Context: an optimization exercise on an open-source flow, tuned for small area, a short achievable clock period and few clock cycles per item. The choices shown serve that exercise and are no tape-out recipe.

==> inputs of 04-22 <==
Design colourTop, start of the top module:
module colourTop (
	input logic CLOCK_50_I,
	input logic resetn,
	input logic [3:0] paddr,
	input logic psel,
	input logic penable,
	input logic pwrite,
	input logic [31:0] pwdata,
	output logic [31:0] prdata,
	output logic pready,
	output logic pslverr,
	output logic memRdEn,
	output colourPkg::addr_t memRdAddr,
	input colourPkg::word_t memRdData,
	output logic memWrEn,
	output colourPkg::addr_t memWrAddr,
	output colourPkg::word_t memWrData
);
==> module chromaUpsampler, before the edit <==
module chromaUpsampler (
	input logic CLOCK_50_I,
	input logic [2:0] ph,
	input colourPkg::word_t word,       
	input logic load,
	input logic first,
	input logic clamp,
	input logic odd,
	output colourPkg::sample_t uEven,   
	output colourPkg::sample_t vEven,
	output colourPkg::sample_t uOdd,    
	output colourPkg::sample_t vOdd
);
	colourPkg::sample_t a [5];          
	colourPkg::sample_t b [5];
	colourPkg::sample_t t [6];
	logic [8:0] p, q, r;
	colourPkg::sample_t f;
	always_comb begin
		t[0] = a[0];
		t[1] = a[1];
		t[2] = a[2];
		t[3] = a[3];
		t[4] = first ? word[15:8] : a[4];
		t[5] = clamp ? a[4] : (odd ? word[15:8] : word[7:0]);
	end
	always_ff @(posedge CLOCK_50_I) begin
		if (!ph[2]) begin
			for (int i = 0; i < 5; i++)
				a[i] <= b[i];
			if (load) begin
				b[0] <= word[15:8];
				b[1] <= word[15:8];
				b[2] <= word[15:8];
				b[3] <= word[7:0];
			end else begin
				for (int i = 0; i < 4; i++)
					b[i] <= t[i+1];
			end
			b[4] <= t[5];
		end
		p <= {1'b0, t[0]} + {1'b0, t[5]};
		q <= {1'b0, t[2]} + {1'b0, t[3]};
		r <= {1'b0, t[1]} + {1'b0, t[4]};
		if (ph[1])
			uOdd <= f;
		if (ph[2])
			vOdd <= f;
	end
	chromaFilter filt (
		.p(p),
		.q(q),
		.r(r),
		.f(f)
	);
	assign uEven = load ? b[4] : b[1];
	assign vEven = a[2];
endmodule
==> module rgbWriter, before the edit <==
module rgbWriter (
	input logic CLOCK_50_I,
	input logic resetn,
	input logic start,
	input logic [2:0] ph,
	input logic wrValid,
	input colourPkg::sample_t r,        
	input colourPkg::sample_t g,
	input colourPkg::sample_t b,
	output logic memWrEn,
	output colourPkg::addr_t memWrAddr,
	output colourPkg::word_t memWrData
);
	localparam int FirstAddr = 76800 - 10;
	colourPkg::sample_t rHeld, gHeld, bHeld;
	always_ff @(posedge CLOCK_50_I or negedge resetn) begin
		if (!resetn)
			memWrEn <= 1'b0;
		else
			memWrEn <= wrValid;
	end
	always_ff @(posedge CLOCK_50_I) begin
		if (!ph[0]) begin
			rHeld <= r;
			gHeld <= g;
			bHeld <= b;
		end
		if (ph[0])
			memWrData <= {rHeld, gHeld};
		else if (ph[1])
			memWrData <= {bHeld, r};
		else
			memWrData <= {gHeld, bHeld};
		memWrAddr <= start ? colourPkg::addr_t'(FirstAddr) : memWrAddr + 1'b1;
	end
endmodule
==> module colourTop, before the edit <==
module colourTop (
	input logic CLOCK_50_I,
	input logic resetn,
	input logic [3:0] paddr,
	input logic psel,
	input logic penable,
	input logic pwrite,
	input logic [31:0] pwdata,
	output logic [31:0] prdata,
	output logic pready,
	output logic pslverr,
	output logic memRdEn,
	output colourPkg::addr_t memRdAddr,
	input colourPkg::word_t memRdData,
	output logic memWrEn,
	output colourPkg::addr_t memWrAddr,
	output colourPkg::word_t memWrData
);
	logic start;
	logic busy;
	logic [2:0] ph;
	logic rxLoad, rxFirst, rxClamp, rxOdd;
	logic wrValid, rowDone, frameDone;
	colourPkg::word_t rdWord;
	colourPkg::sample_t yOddHeld;
	colourPkg::sample_t uEven, vEven, uOdd, vOdd;
	colourPkg::sample_t pixY, pixU, pixV;
	colourPkg::sample_t pixR, pixG, pixB;
	apbRegs regs (
		.CLOCK_50_I(CLOCK_50_I),
		.resetn(resetn),
		.paddr(paddr),
		.psel(psel),
		.penable(penable),
		.pwrite(pwrite),
		.pwdata(pwdata),
		.prdata(prdata),
		.pready(pready),
		.pslverr(pslverr),
		.start(start),
		.frameDone(frameDone),
		.rowDone(rowDone),
		.busy(busy)
	);
	frameSequencer seq (
		.CLOCK_50_I(CLOCK_50_I),
		.resetn(resetn),
		.start(start),
		.ph(ph),
		.memRdEn(memRdEn),
		.memRdAddr(memRdAddr),
		.rxLoad(rxLoad),
		.rxFirst(rxFirst),
		.rxClamp(rxClamp),
		.rxOdd(rxOdd),
		.wrValid(wrValid),
		.rowDone(rowDone),
		.frameDone(frameDone)
	);
	always_ff @(posedge CLOCK_50_I) begin
		rdWord <= memRdData;
		if (ph[2])
			yOddHeld <= rdWord[7:0];
	end
	chromaUpsampler ups (
		.CLOCK_50_I(CLOCK_50_I),
		.ph(ph),
		.word(rdWord),
		.load(rxLoad),
		.first(rxFirst),
		.clamp(rxClamp),
		.odd(rxOdd),
		.uEven(uEven),
		.vEven(vEven),
		.uOdd(uOdd),
		.vOdd(vOdd)
	);
	assign pixU = ph[1] ? uEven : uOdd;
	assign pixV = ph[1] ? vEven : vOdd;
	assign pixY = ph[2] ? rdWord[15:8] : yOddHeld;
	colourConverter csc (
		.CLOCK_50_I(CLOCK_50_I),
		.cu(pixU),
		.cv(pixV),
		.y(pixY),
		.r(pixR),
		.g(pixG),
		.b(pixB)
	);
	rgbWriter writer (
		.CLOCK_50_I(CLOCK_50_I),
		.resetn(resetn),
		.start(start),
		.ph(ph),
		.wrValid(wrValid),
		.r(pixR),
		.g(pixG),
		.b(pixB),
		.memWrEn(memWrEn),
		.memWrAddr(memWrAddr),
		.memWrData(memWrData)
	);
endmodule
==> flow/config.mk <==
export PLATFORM = sky130hd
export DESIGN_NAME = colourTop
export DESIGN_NICKNAME = colourTop
export VERILOG_FILES = /design/flow/design.v
export SDC_FILE = /design/flow/constraint.sdc
export NUM_CORES = 4
export LEC_CHECK = 0
export CAP_MARGIN = 20
export CORE_MARGIN = 2
export CORE_UTILIZATION = 40
export PLACE_DENSITY = 0.6
export SETUP_SLACK_MARGIN = 3.5
export SLEW_MARGIN = 20
==> flow/constraint.sdc <==
create_clock -name core_clock -period 9.0 [get_ports {CLOCK_50_I}]
set_input_delay 1.8000 -clock core_clock [delete_from_list [all_inputs] [get_ports {CLOCK_50_I}]]
set_output_delay 1.8000 -clock core_clock [all_outputs]
set_load 0.01 [all_outputs]
run.sh (not shown) runs the stock make flow with config.mk's settings and CLKGATE_MAP_FILE= SYNTH_SCRIPT=/design/flow/synth_recipe.tcl, a recipe that flattens the netlist after the stock synthesis.
==> 08-05 (differences from 04-22) <==
--- a/flow/design.v
+++ b/flow/design.v
@@ -200,22 +200,21 @@
 	input logic [2:0] ph,
 	input colourPkg::word_t word,       
 	input logic load,
 	input logic first,
 	input logic clamp,
 	input logic odd,
-	output colourPkg::sample_t uEven,   
-	output colourPkg::sample_t vEven,
-	output colourPkg::sample_t uOdd,    
-	output colourPkg::sample_t vOdd
+	output colourPkg::sample_t cu,
+	output colourPkg::sample_t cv
 );
 	colourPkg::sample_t a [5];          
 	colourPkg::sample_t b [5];
 	colourPkg::sample_t t [6];
 	logic [8:0] p, q, r;
 	colourPkg::sample_t f;
+	colourPkg::sample_t uOdd;
 	always_comb begin
 		t[0] = a[0];
 		t[1] = a[1];
 		t[2] = a[2];
 		t[3] = a[3];
 		t[4] = first ? word[15:8] : a[4];
@@ -238,23 +237,21 @@
 		end
 		p <= {1'b0, t[0]} + {1'b0, t[5]};
 		q <= {1'b0, t[2]} + {1'b0, t[3]};
 		r <= {1'b0, t[1]} + {1'b0, t[4]};
 		if (ph[1])
 			uOdd <= f;
-		if (ph[2])
-			vOdd <= f;
+		cu <= ph[2] ? uOdd : a[2];
+		cv <= ph[2] ? f : b[2];
 	end
 	chromaFilter filt (
 		.p(p),
 		.q(q),
 		.r(r),
 		.f(f)
 	);
-	assign uEven = load ? b[4] : b[1];
-	assign vEven = a[2];
 endmodule
 module chromaFilter (
 	input logic [8:0] p,       
 	input logic [8:0] q,       
 	input logic [8:0] r,       
 	output colourPkg::sample_t f
@@ -3719,36 +3716,44 @@
 	input logic wrValid,
 	input colourPkg::sample_t r,        
 	input colourPkg::sample_t g,
 	input colourPkg::sample_t b,
 	output logic memWrEn,
 	output colourPkg::addr_t memWrAddr,
-	output colourPkg::word_t memWrData
+	output colourPkg::word_t memWrData      
 );
 	localparam int FirstAddr = 76800 - 10;
-	colourPkg::sample_t rHeld, gHeld, bHeld;
+	colourPkg::sample_t r0, g0, b0;     
+	colourPkg::sample_t r1, g1, b1;     
 	always_ff @(posedge CLOCK_50_I or negedge resetn) begin
 		if (!resetn)
 			memWrEn <= 1'b0;
 		else
 			memWrEn <= wrValid;
 	end
 	always_ff @(posedge CLOCK_50_I) begin
-		if (!ph[0]) begin
-			rHeld <= r;
-			gHeld <= g;
-			bHeld <= b;
+		if (ph[2]) begin
+			r0 <= r;
+			g0 <= g;
+			b0 <= b;
+		end
+		if (ph[1]) begin
+			r1 <= r;
+			g1 <= g;
+			b1 <= b;
 		end
-		if (ph[0])
-			memWrData <= {rHeld, gHeld};
-		else if (ph[1])
-			memWrData <= {bHeld, r};
-		else
-			memWrData <= {gHeld, bHeld};
 		memWrAddr <= start ? colourPkg::addr_t'(FirstAddr) : memWrAddr + 1'b1;
 	end
+	always_comb begin
+		if (ph[1])
+			memWrData = {r0, g0};
+		else if (ph[2])
+			memWrData = {b0, r1};
+		else
+			memWrData = {g1, b1};
+	end
 endmodule
 `default_nettype wire
 `timescale 1ns/1ps
 `default_nettype none
 module colourTop (
 	input logic CLOCK_50_I,
@@ -3772,13 +3777,12 @@
 	logic busy;
 	logic [2:0] ph;
 	logic rxLoad, rxFirst, rxClamp, rxOdd;
 	logic wrValid, rowDone, frameDone;
 	colourPkg::word_t rdWord;
 	colourPkg::sample_t yOddHeld;
-	colourPkg::sample_t uEven, vEven, uOdd, vOdd;
 	colourPkg::sample_t pixY, pixU, pixV;
 	colourPkg::sample_t pixR, pixG, pixB;
 	apbRegs regs (
 		.CLOCK_50_I(CLOCK_50_I),
 		.resetn(resetn),
 		.paddr(paddr),
@@ -3808,31 +3812,27 @@
 		.wrValid(wrValid),
 		.rowDone(rowDone),
 		.frameDone(frameDone)
 	);
 	always_ff @(posedge CLOCK_50_I) begin
 		rdWord <= memRdData;
-		if (ph[2])
-			yOddHeld <= rdWord[7:0];
+		if (ph[1])
+			yOddHeld <= memRdData[7:0];
+		pixY <= ph[1] ? memRdData[15:8] : yOddHeld;
 	end
 	chromaUpsampler ups (
 		.CLOCK_50_I(CLOCK_50_I),
 		.ph(ph),
 		.word(rdWord),
 		.load(rxLoad),
 		.first(rxFirst),
 		.clamp(rxClamp),
 		.odd(rxOdd),
-		.uEven(uEven),
-		.vEven(vEven),
-		.uOdd(uOdd),
-		.vOdd(vOdd)
+		.cu(pixU),
+		.cv(pixV)
 	);
-	assign pixU = ph[1] ? uEven : uOdd;
-	assign pixV = ph[1] ? vEven : vOdd;
-	assign pixY = ph[2] ? rdWord[15:8] : yOddHeld;
 	colourConverter csc (
 		.CLOCK_50_I(CLOCK_50_I),
 		.cu(pixU),
 		.cv(pixV),
 		.y(pixY),
 		.r(pixR),
SETUP_SLACK_MARGIN = 5.0   (was 3.5)
==> 08-07 (differences from 04-22) <==
--- a/flow/design.v
+++ b/flow/design.v
@@ -89,12 +89,13 @@
 	output colourPkg::addr_t memRdAddr,
 	output logic rxLoad,                
 	output logic rxFirst,
 	output logic rxClamp,
 	output logic rxOdd,
 	output logic wrValid,
+	output logic lastValid,
 	output logic rowDone,
 	output logic frameDone
 );
 	localparam int PairsPerRow = 160;
 	localparam int Pairs = 38400;
 	localparam int UBase = 38400;
@@ -109,13 +110,13 @@
 	logic rowLast;
 	logic clampK;
 	logic incC;
 	logic uvRead;
 	logic rxValid, rxRowLast, rxFrameLast;
 	logic wrRowLast, wrFrameLast;
-	logic lastValid, lastRowLast, lastFrameLast;
+	logic lastRowLast, lastFrameLast;
 	colourPkg::addr_t rdAddrNext;
 	logic rdEnNext;
 	logic [14:0] cIdxNext;
 	assign slotEnd = ph[2];
 	assign lastSlot = yAddr == 16'(Pairs - 1);
 	assign rowLast = k == 8'(PairsPerRow - 1);
@@ -186,36 +187,35 @@
 		end
 		if (start) begin
 			k <= 8'd0;
 			yAddr <= 16'd0;
 		end
 	end
-	assign rowDone = lastValid & lastRowLast & ph[0];
-	assign frameDone = lastValid & lastFrameLast & ph[0];
+	assign rowDone = lastValid & lastRowLast & ph[1];
+	assign frameDone = lastValid & lastFrameLast & ph[1];
 endmodule
 `default_nettype wire
 `timescale 1ns/1ps
 `default_nettype none
 module chromaUpsampler (
 	input logic CLOCK_50_I,
 	input logic [2:0] ph,
 	input colourPkg::word_t word,       
 	input logic load,
 	input logic first,
 	input logic clamp,
 	input logic odd,
-	output colourPkg::sample_t uEven,   
-	output colourPkg::sample_t vEven,
-	output colourPkg::sample_t uOdd,    
-	output colourPkg::sample_t vOdd
+	output colourPkg::sample_t cu,
+	output colourPkg::sample_t cv
 );
 	colourPkg::sample_t a [5];          
 	colourPkg::sample_t b [5];
 	colourPkg::sample_t t [6];
 	logic [8:0] p, q, r;
 	colourPkg::sample_t f;
+	colourPkg::sample_t uOdd;
 	always_comb begin
 		t[0] = a[0];
 		t[1] = a[1];
 		t[2] = a[2];
 		t[3] = a[3];
 		t[4] = first ? word[15:8] : a[4];
@@ -236,32 +236,33 @@
 			end
 			b[4] <= t[5];
 		end
 		p <= {1'b0, t[0]} + {1'b0, t[5]};
 		q <= {1'b0, t[2]} + {1'b0, t[3]};
 		r <= {1'b0, t[1]} + {1'b0, t[4]};
-		if (ph[1])
-			uOdd <= f;
 		if (ph[2])
-			vOdd <= f;
+			uOdd <= f;
+		cu <= ph[1] ? (load ? b[4] : b[1]) : uOdd;
+		cv <= ph[1] ? a[2] : f;
 	end
 	chromaFilter filt (
+		.CLOCK_50_I(CLOCK_50_I),
 		.p(p),
 		.q(q),
 		.r(r),
 		.f(f)
 	);
-	assign uEven = load ? b[4] : b[1];
-	assign vEven = a[2];
 endmodule
 module chromaFilter (
+	input logic CLOCK_50_I,
 	input logic [8:0] p,       
 	input logic [8:0] q,       
 	input logic [8:0] r,       
 	output colourPkg::sample_t f
 );
+	logic [17:0] rowA, rowB, rowANext, rowBNext;
 	logic [17:0] acc;
 	logic f_1;
 	logic f_2;
 	logic f_3;
 	logic f_4;
 	logic f_5;
@@ -645,46 +646,52 @@
 	assign f_137 = f_78 ^ f_107 ^ f_106;
 	assign f_138 = (f_78 & f_107) | (f_78 & f_106) | (f_107 & f_106);
 	assign f_139 = f_82 ^ f_109 ^ f_108;
 	assign f_140 = (f_82 & f_109) | (f_82 & f_108) | (f_109 & f_108);
 	assign f_141 = q[8] ^ f_84 ^ f_110;
 	assign f_142 = (q[8] & f_84) | (q[8] & f_110) | (f_84 & f_110);
-	assign f_143 = ~q[0] & f_111;
-	assign f_144 = ~q[0] ^ f_111;
-	assign f_145 = f_113 & f_112;
-	assign f_146 = f_113 ^ f_112;
-	assign f_147 = f_115 & f_114;
-	assign f_148 = f_115 ^ f_114;
-	assign f_149 = f_117 & f_116;
-	assign f_150 = f_117 ^ f_116;
-	assign f_151 = f_119 & f_118;
-	assign f_152 = f_119 ^ f_118;
-	assign f_153 = f_121 & f_120;
-	assign f_154 = f_121 ^ f_120;
-	assign f_155 = f_123 & f_122;
-	assign f_156 = f_123 ^ f_122;
-	assign f_157 = f_125 & f_124;
-	assign f_158 = f_125 ^ f_124;
-	assign f_159 = f_127 & f_126;
-	assign f_160 = f_127 ^ f_126;
-	assign f_161 = f_129 & f_128;
-	assign f_162 = f_129 ^ f_128;
-	assign f_163 = f_131 & f_130;
-	assign f_164 = f_131 ^ f_130;
-	assign f_165 = f_133 & f_132;
-	assign f_166 = f_133 ^ f_132;
-	assign f_167 = f_135 & f_134;
-	assign f_168 = f_135 ^ f_134;
-	assign f_169 = f_137 & f_136;
-	assign f_170 = f_137 ^ f_136;
-	assign f_171 = f_139 & f_138;
-	assign f_172 = f_139 ^ f_138;
-	assign f_173 = f_141 & f_140;
-	assign f_174 = f_141 ^ f_140;
-	assign f_175 = 1'b1 & f_142;
-	assign f_176 = 1'b1 ^ f_142;
+	assign rowANext = {1'b1, 1'b1, f_141, f_139, f_137, f_135, f_133, f_131, f_129, f_127, f_125, f_123, f_121, f_119, f_117, f_115, f_113, ~q[0]};
+	assign rowBNext = {1'b0, f_142, f_140, f_138, f_136, f_134, f_132, f_130, f_128, f_126, f_124, f_122, f_120, f_118, f_116, f_114, f_112, f_111};
+	always_ff @(posedge CLOCK_50_I) begin
+		rowA <= rowANext;
+		rowB <= rowBNext;
+	end
+	assign f_143 = rowA[0] & rowB[0];
+	assign f_144 = rowA[0] ^ rowB[0];
+	assign f_145 = rowA[1] & rowB[1];
+	assign f_146 = rowA[1] ^ rowB[1];
+	assign f_147 = rowA[2] & rowB[2];
+	assign f_148 = rowA[2] ^ rowB[2];
+	assign f_149 = rowA[3] & rowB[3];
+	assign f_150 = rowA[3] ^ rowB[3];
+	assign f_151 = rowA[4] & rowB[4];
+	assign f_152 = rowA[4] ^ rowB[4];
+	assign f_153 = rowA[5] & rowB[5];
+	assign f_154 = rowA[5] ^ rowB[5];
+	assign f_155 = rowA[6] & rowB[6];
+	assign f_156 = rowA[6] ^ rowB[6];
+	assign f_157 = rowA[7] & rowB[7];
+	assign f_158 = rowA[7] ^ rowB[7];
+	assign f_159 = rowA[8] & rowB[8];
+	assign f_160 = rowA[8] ^ rowB[8];
+	assign f_161 = rowA[9] & rowB[9];
+	assign f_162 = rowA[9] ^ rowB[9];
+	assign f_163 = rowA[10] & rowB[10];
+	assign f_164 = rowA[10] ^ rowB[10];
+	assign f_165 = rowA[11] & rowB[11];
+	assign f_166 = rowA[11] ^ rowB[11];
+	assign f_167 = rowA[12] & rowB[12];
+	assign f_168 = rowA[12] ^ rowB[12];
+	assign f_169 = rowA[13] & rowB[13];
+	assign f_170 = rowA[13] ^ rowB[13];
+	assign f_171 = rowA[14] & rowB[14];
+	assign f_172 = rowA[14] ^ rowB[14];
+	assign f_173 = rowA[15] & rowB[15];
+	assign f_174 = rowA[15] ^ rowB[15];
+	assign f_175 = 1'b1 & rowB[16];
+	assign f_176 = 1'b1 ^ rowB[16];
 	assign f_177 = f_145 | (f_146 & f_143);
 	assign f_178 = f_146 & f_144;
 	assign f_179 = f_149 | (f_150 & f_147);
 	assign f_180 = f_150 & f_148;
 	assign f_181 = f_153 | (f_154 & f_151);
 	assign f_182 = f_154 & f_152;
@@ -3714,41 +3721,50 @@
 module rgbWriter (
 	input logic CLOCK_50_I,
 	input logic resetn,
 	input logic start,
 	input logic [2:0] ph,
 	input logic wrValid,
+	input logic lastValid,
 	input colourPkg::sample_t r,        
 	input colourPkg::sample_t g,
 	input colourPkg::sample_t b,
 	output logic memWrEn,
 	output colourPkg::addr_t memWrAddr,
-	output colourPkg::word_t memWrData
+	output colourPkg::word_t memWrData      
 );
-	localparam int FirstAddr = 76800 - 10;
-	colourPkg::sample_t rHeld, gHeld, bHeld;
+	localparam int FirstAddr = 76800 - 11;
+	colourPkg::sample_t r0, g0, b0;     
+	colourPkg::sample_t r1, g1, b1;     
 	always_ff @(posedge CLOCK_50_I or negedge resetn) begin
 		if (!resetn)
 			memWrEn <= 1'b0;
 		else
-			memWrEn <= wrValid;
+			memWrEn <= ph[0] ? lastValid : wrValid;
 	end
 	always_ff @(posedge CLOCK_50_I) begin
-		if (!ph[0]) begin
-			rHeld <= r;
-			gHeld <= g;
-			bHeld <= b;
+		if (ph[0]) begin
+			r0 <= r;
+			g0 <= g;
+			b0 <= b;
+		end
+		if (ph[2]) begin
+			r1 <= r;
+			g1 <= g;
+			b1 <= b;
 		end
-		if (ph[0])
-			memWrData <= {rHeld, gHeld};
-		else if (ph[1])
-			memWrData <= {bHeld, r};
-		else
-			memWrData <= {gHeld, bHeld};
 		memWrAddr <= start ? colourPkg::addr_t'(FirstAddr) : memWrAddr + 1'b1;
 	end
+	always_comb begin
+		if (ph[2])
+			memWrData = {r0, g0};
+		else if (ph[0])
+			memWrData = {b0, r1};
+		else
+			memWrData = {g1, b1};
+	end
 endmodule
 `default_nettype wire
 `timescale 1ns/1ps
 `default_nettype none
 module colourTop (
 	input logic CLOCK_50_I,
@@ -3769,16 +3785,15 @@
 	output colourPkg::word_t memWrData
 );
 	logic start;
 	logic busy;
 	logic [2:0] ph;
 	logic rxLoad, rxFirst, rxClamp, rxOdd;
-	logic wrValid, rowDone, frameDone;
+	logic wrValid, lastValid, rowDone, frameDone;
 	colourPkg::word_t rdWord;
 	colourPkg::sample_t yOddHeld;
-	colourPkg::sample_t uEven, vEven, uOdd, vOdd;
 	colourPkg::sample_t pixY, pixU, pixV;
 	colourPkg::sample_t pixR, pixG, pixB;
 	apbRegs regs (
 		.CLOCK_50_I(CLOCK_50_I),
 		.resetn(resetn),
 		.paddr(paddr),
@@ -3803,36 +3818,33 @@
 		.memRdAddr(memRdAddr),
 		.rxLoad(rxLoad),
 		.rxFirst(rxFirst),
 		.rxClamp(rxClamp),
 		.rxOdd(rxOdd),
 		.wrValid(wrValid),
+		.lastValid(lastValid),
 		.rowDone(rowDone),
 		.frameDone(frameDone)
 	);
 	always_ff @(posedge CLOCK_50_I) begin
 		rdWord <= memRdData;
 		if (ph[2])
 			yOddHeld <= rdWord[7:0];
+		pixY <= ph[2] ? rdWord[15:8] : yOddHeld;
 	end
 	chromaUpsampler ups (
 		.CLOCK_50_I(CLOCK_50_I),
 		.ph(ph),
 		.word(rdWord),
 		.load(rxLoad),
 		.first(rxFirst),
 		.clamp(rxClamp),
 		.odd(rxOdd),
-		.uEven(uEven),
-		.vEven(vEven),
-		.uOdd(uOdd),
-		.vOdd(vOdd)
+		.cu(pixU),
+		.cv(pixV)
 	);
-	assign pixU = ph[1] ? uEven : uOdd;
-	assign pixV = ph[1] ? vEven : vOdd;
-	assign pixY = ph[2] ? rdWord[15:8] : yOddHeld;
 	colourConverter csc (
 		.CLOCK_50_I(CLOCK_50_I),
 		.cu(pixU),
 		.cv(pixV),
 		.y(pixY),
 		.r(pixR),
@@ -3842,12 +3854,13 @@
 	rgbWriter writer (
 		.CLOCK_50_I(CLOCK_50_I),
 		.resetn(resetn),
 		.start(start),
 		.ph(ph),
 		.wrValid(wrValid),
+		.lastValid(lastValid),
 		.r(pixR),
 		.g(pixG),
 		.b(pixB),
 		.memWrEn(memWrEn),
 		.memWrAddr(memWrAddr),
 		.memWrData(memWrData)
SETUP_SLACK_MARGIN = 4.5   (was 3.5)
==> 09-26 (differences from 04-22) <==
--- a/flow/design.v
+++ b/flow/design.v
@@ -200,22 +200,21 @@
 	input logic [2:0] ph,
 	input colourPkg::word_t word,       
 	input logic load,
 	input logic first,
 	input logic clamp,
 	input logic odd,
-	output colourPkg::sample_t uEven,   
-	output colourPkg::sample_t vEven,
-	output colourPkg::sample_t uOdd,    
-	output colourPkg::sample_t vOdd
+	output colourPkg::sample_t cu,
+	output colourPkg::sample_t cv
 );
 	colourPkg::sample_t a [5];          
 	colourPkg::sample_t b [5];
 	colourPkg::sample_t t [6];
 	logic [8:0] p, q, r;
 	colourPkg::sample_t f;
+	colourPkg::sample_t uOdd;
 	always_comb begin
 		t[0] = a[0];
 		t[1] = a[1];
 		t[2] = a[2];
 		t[3] = a[3];
 		t[4] = first ? word[15:8] : a[4];
@@ -238,23 +237,21 @@
 		end
 		p <= {1'b0, t[0]} + {1'b0, t[5]};
 		q <= {1'b0, t[2]} + {1'b0, t[3]};
 		r <= {1'b0, t[1]} + {1'b0, t[4]};
 		if (ph[1])
 			uOdd <= f;
-		if (ph[2])
-			vOdd <= f;
+		cu <= ph[2] ? uOdd : a[2];
+		cv <= ph[2] ? f : b[2];
 	end
 	chromaFilter filt (
 		.p(p),
 		.q(q),
 		.r(r),
 		.f(f)
 	);
-	assign uEven = load ? b[4] : b[1];
-	assign vEven = a[2];
 endmodule
 module chromaFilter (
 	input logic [8:0] p,       
 	input logic [8:0] q,       
 	input logic [8:0] r,       
 	output colourPkg::sample_t f
@@ -3719,36 +3716,44 @@
 	input logic wrValid,
 	input colourPkg::sample_t r,        
 	input colourPkg::sample_t g,
 	input colourPkg::sample_t b,
 	output logic memWrEn,
 	output colourPkg::addr_t memWrAddr,
-	output colourPkg::word_t memWrData
+	output colourPkg::word_t memWrData      
 );
 	localparam int FirstAddr = 76800 - 10;
-	colourPkg::sample_t rHeld, gHeld, bHeld;
+	colourPkg::sample_t r0, g0, b0;     
+	colourPkg::sample_t r1, g1, b1;     
 	always_ff @(posedge CLOCK_50_I or negedge resetn) begin
 		if (!resetn)
 			memWrEn <= 1'b0;
 		else
 			memWrEn <= wrValid;
 	end
 	always_ff @(posedge CLOCK_50_I) begin
-		if (!ph[0]) begin
-			rHeld <= r;
-			gHeld <= g;
-			bHeld <= b;
+		if (ph[2]) begin
+			r0 <= r;
+			g0 <= g;
+			b0 <= b;
+		end
+		if (ph[1]) begin
+			r1 <= r;
+			g1 <= g;
+			b1 <= b;
 		end
-		if (ph[0])
-			memWrData <= {rHeld, gHeld};
-		else if (ph[1])
-			memWrData <= {bHeld, r};
-		else
-			memWrData <= {gHeld, bHeld};
 		memWrAddr <= start ? colourPkg::addr_t'(FirstAddr) : memWrAddr + 1'b1;
 	end
+	always_comb begin
+		if (ph[1])
+			memWrData = {r0, g0};
+		else if (ph[2])
+			memWrData = {b0, r1};
+		else
+			memWrData = {g1, b1};
+	end
 endmodule
 `default_nettype wire
 `timescale 1ns/1ps
 `default_nettype none
 module colourTop (
 	input logic CLOCK_50_I,
@@ -3772,13 +3777,12 @@
 	logic busy;
 	logic [2:0] ph;
 	logic rxLoad, rxFirst, rxClamp, rxOdd;
 	logic wrValid, rowDone, frameDone;
 	colourPkg::word_t rdWord;
 	colourPkg::sample_t yOddHeld;
-	colourPkg::sample_t uEven, vEven, uOdd, vOdd;
 	colourPkg::sample_t pixY, pixU, pixV;
 	colourPkg::sample_t pixR, pixG, pixB;
 	apbRegs regs (
 		.CLOCK_50_I(CLOCK_50_I),
 		.resetn(resetn),
 		.paddr(paddr),
@@ -3808,31 +3812,27 @@
 		.wrValid(wrValid),
 		.rowDone(rowDone),
 		.frameDone(frameDone)
 	);
 	always_ff @(posedge CLOCK_50_I) begin
 		rdWord <= memRdData;
-		if (ph[2])
-			yOddHeld <= rdWord[7:0];
+		if (ph[1])
+			yOddHeld <= memRdData[7:0];
+		pixY <= ph[1] ? memRdData[15:8] : yOddHeld;
 	end
 	chromaUpsampler ups (
 		.CLOCK_50_I(CLOCK_50_I),
 		.ph(ph),
 		.word(rdWord),
 		.load(rxLoad),
 		.first(rxFirst),
 		.clamp(rxClamp),
 		.odd(rxOdd),
-		.uEven(uEven),
-		.vEven(vEven),
-		.uOdd(uOdd),
-		.vOdd(vOdd)
+		.cu(pixU),
+		.cv(pixV)
 	);
-	assign pixU = ph[1] ? uEven : uOdd;
-	assign pixV = ph[1] ? vEven : vOdd;
-	assign pixY = ph[2] ? rdWord[15:8] : yOddHeld;
 	colourConverter csc (
 		.CLOCK_50_I(CLOCK_50_I),
 		.cu(pixU),
 		.cv(pixV),
 		.y(pixY),
 		.r(pixR),
SETUP_SLACK_MARGIN = 4.5   (was 3.5)
==> comparison table <==
	04-22	09-26	08-05	08-07
Library cell with the largest summed area after synthesis	sky130_fd_sc_hd__dfxtp_1	sky130_fd_sc_hd__edfxtp_1	sky130_fd_sc_hd__edfxtp_1	sky130_fd_sc_hd__dfxtp_1
CP Depth	18	19	19	15
Multi-input gates	1564	1526	1525	1542
Final-layout non-clock buffer area share	4.738%	5.029%	6.289%	4.242%
WL met1	26990 um	27000 um	28350 um	26840 um
Final critical-path required period	5.328 ns	4.769 ns	4.798 ns	4.542 ns
Nets@finish	3041	3073	3113	3081
Logic inverters	395	409	409	397
Fraction of synthesized cell area in xor and xnor cells	5.510%	5.035%	5.035%	5.580%
Run status	complete, no violations	complete, no violations	complete, no violations	complete, no violations
Clock Skews	0.03301 ns	0.02289 ns	0.01497 ns	0.02294 ns
Syn_area_per_cell	10.50 um2	10.69 um2	10.69 um2	10.85 um2
Tap cell count	837	846	846	855
Relative area of clock buffers and inverters in the final design	5.115%	5.029%	4.595%	5.389%
No functional check of the RTL was part of any run of this note.

static timing again, ports no longer ideal:
How much do the figures lean on ideal ports? The routed layouts below were timed once more, with nothing changed but the port constraints.
Step 1, drivers: a clkbuf_16 drives CLOCK_50_I and a buf_2 each remaining input, both assumed.
Step 2 moves the port delays by t, midway between the first and last clock arrival at a register: inputs arrive t later, outputs are due t later. That takes back most of the time a late clock gives input paths.
Three values: no drivers, after step 1, after step 2; two values: the first two.
| run | shift t [ns] | setup slack, ns | worst data-port slew with drivers (ns) | pins driven straight from the clock port |
|---|---|---|---|---|
| 04-22 | 0.645 | 3.672 / 3.672 / 3.672 | 0.05 | 1 |
| 08-05 | 0.624 | 4.202 / 4.202 / 4.202 | 0.05 | 1 |
| 08-07 | 0.644 | 4.458 / 4.458 / 4.372 | 0.04 | 1 |
| 09-26 | 0.643 | 4.231 / 4.231 / 4.231 | 0.05 | 1 |
After both steps setup and hold are still met in every run listed. For 08-07, which loses most, drivers alone change the setup slack by 0.000 ns; drivers and shift together by -0.086 ns.
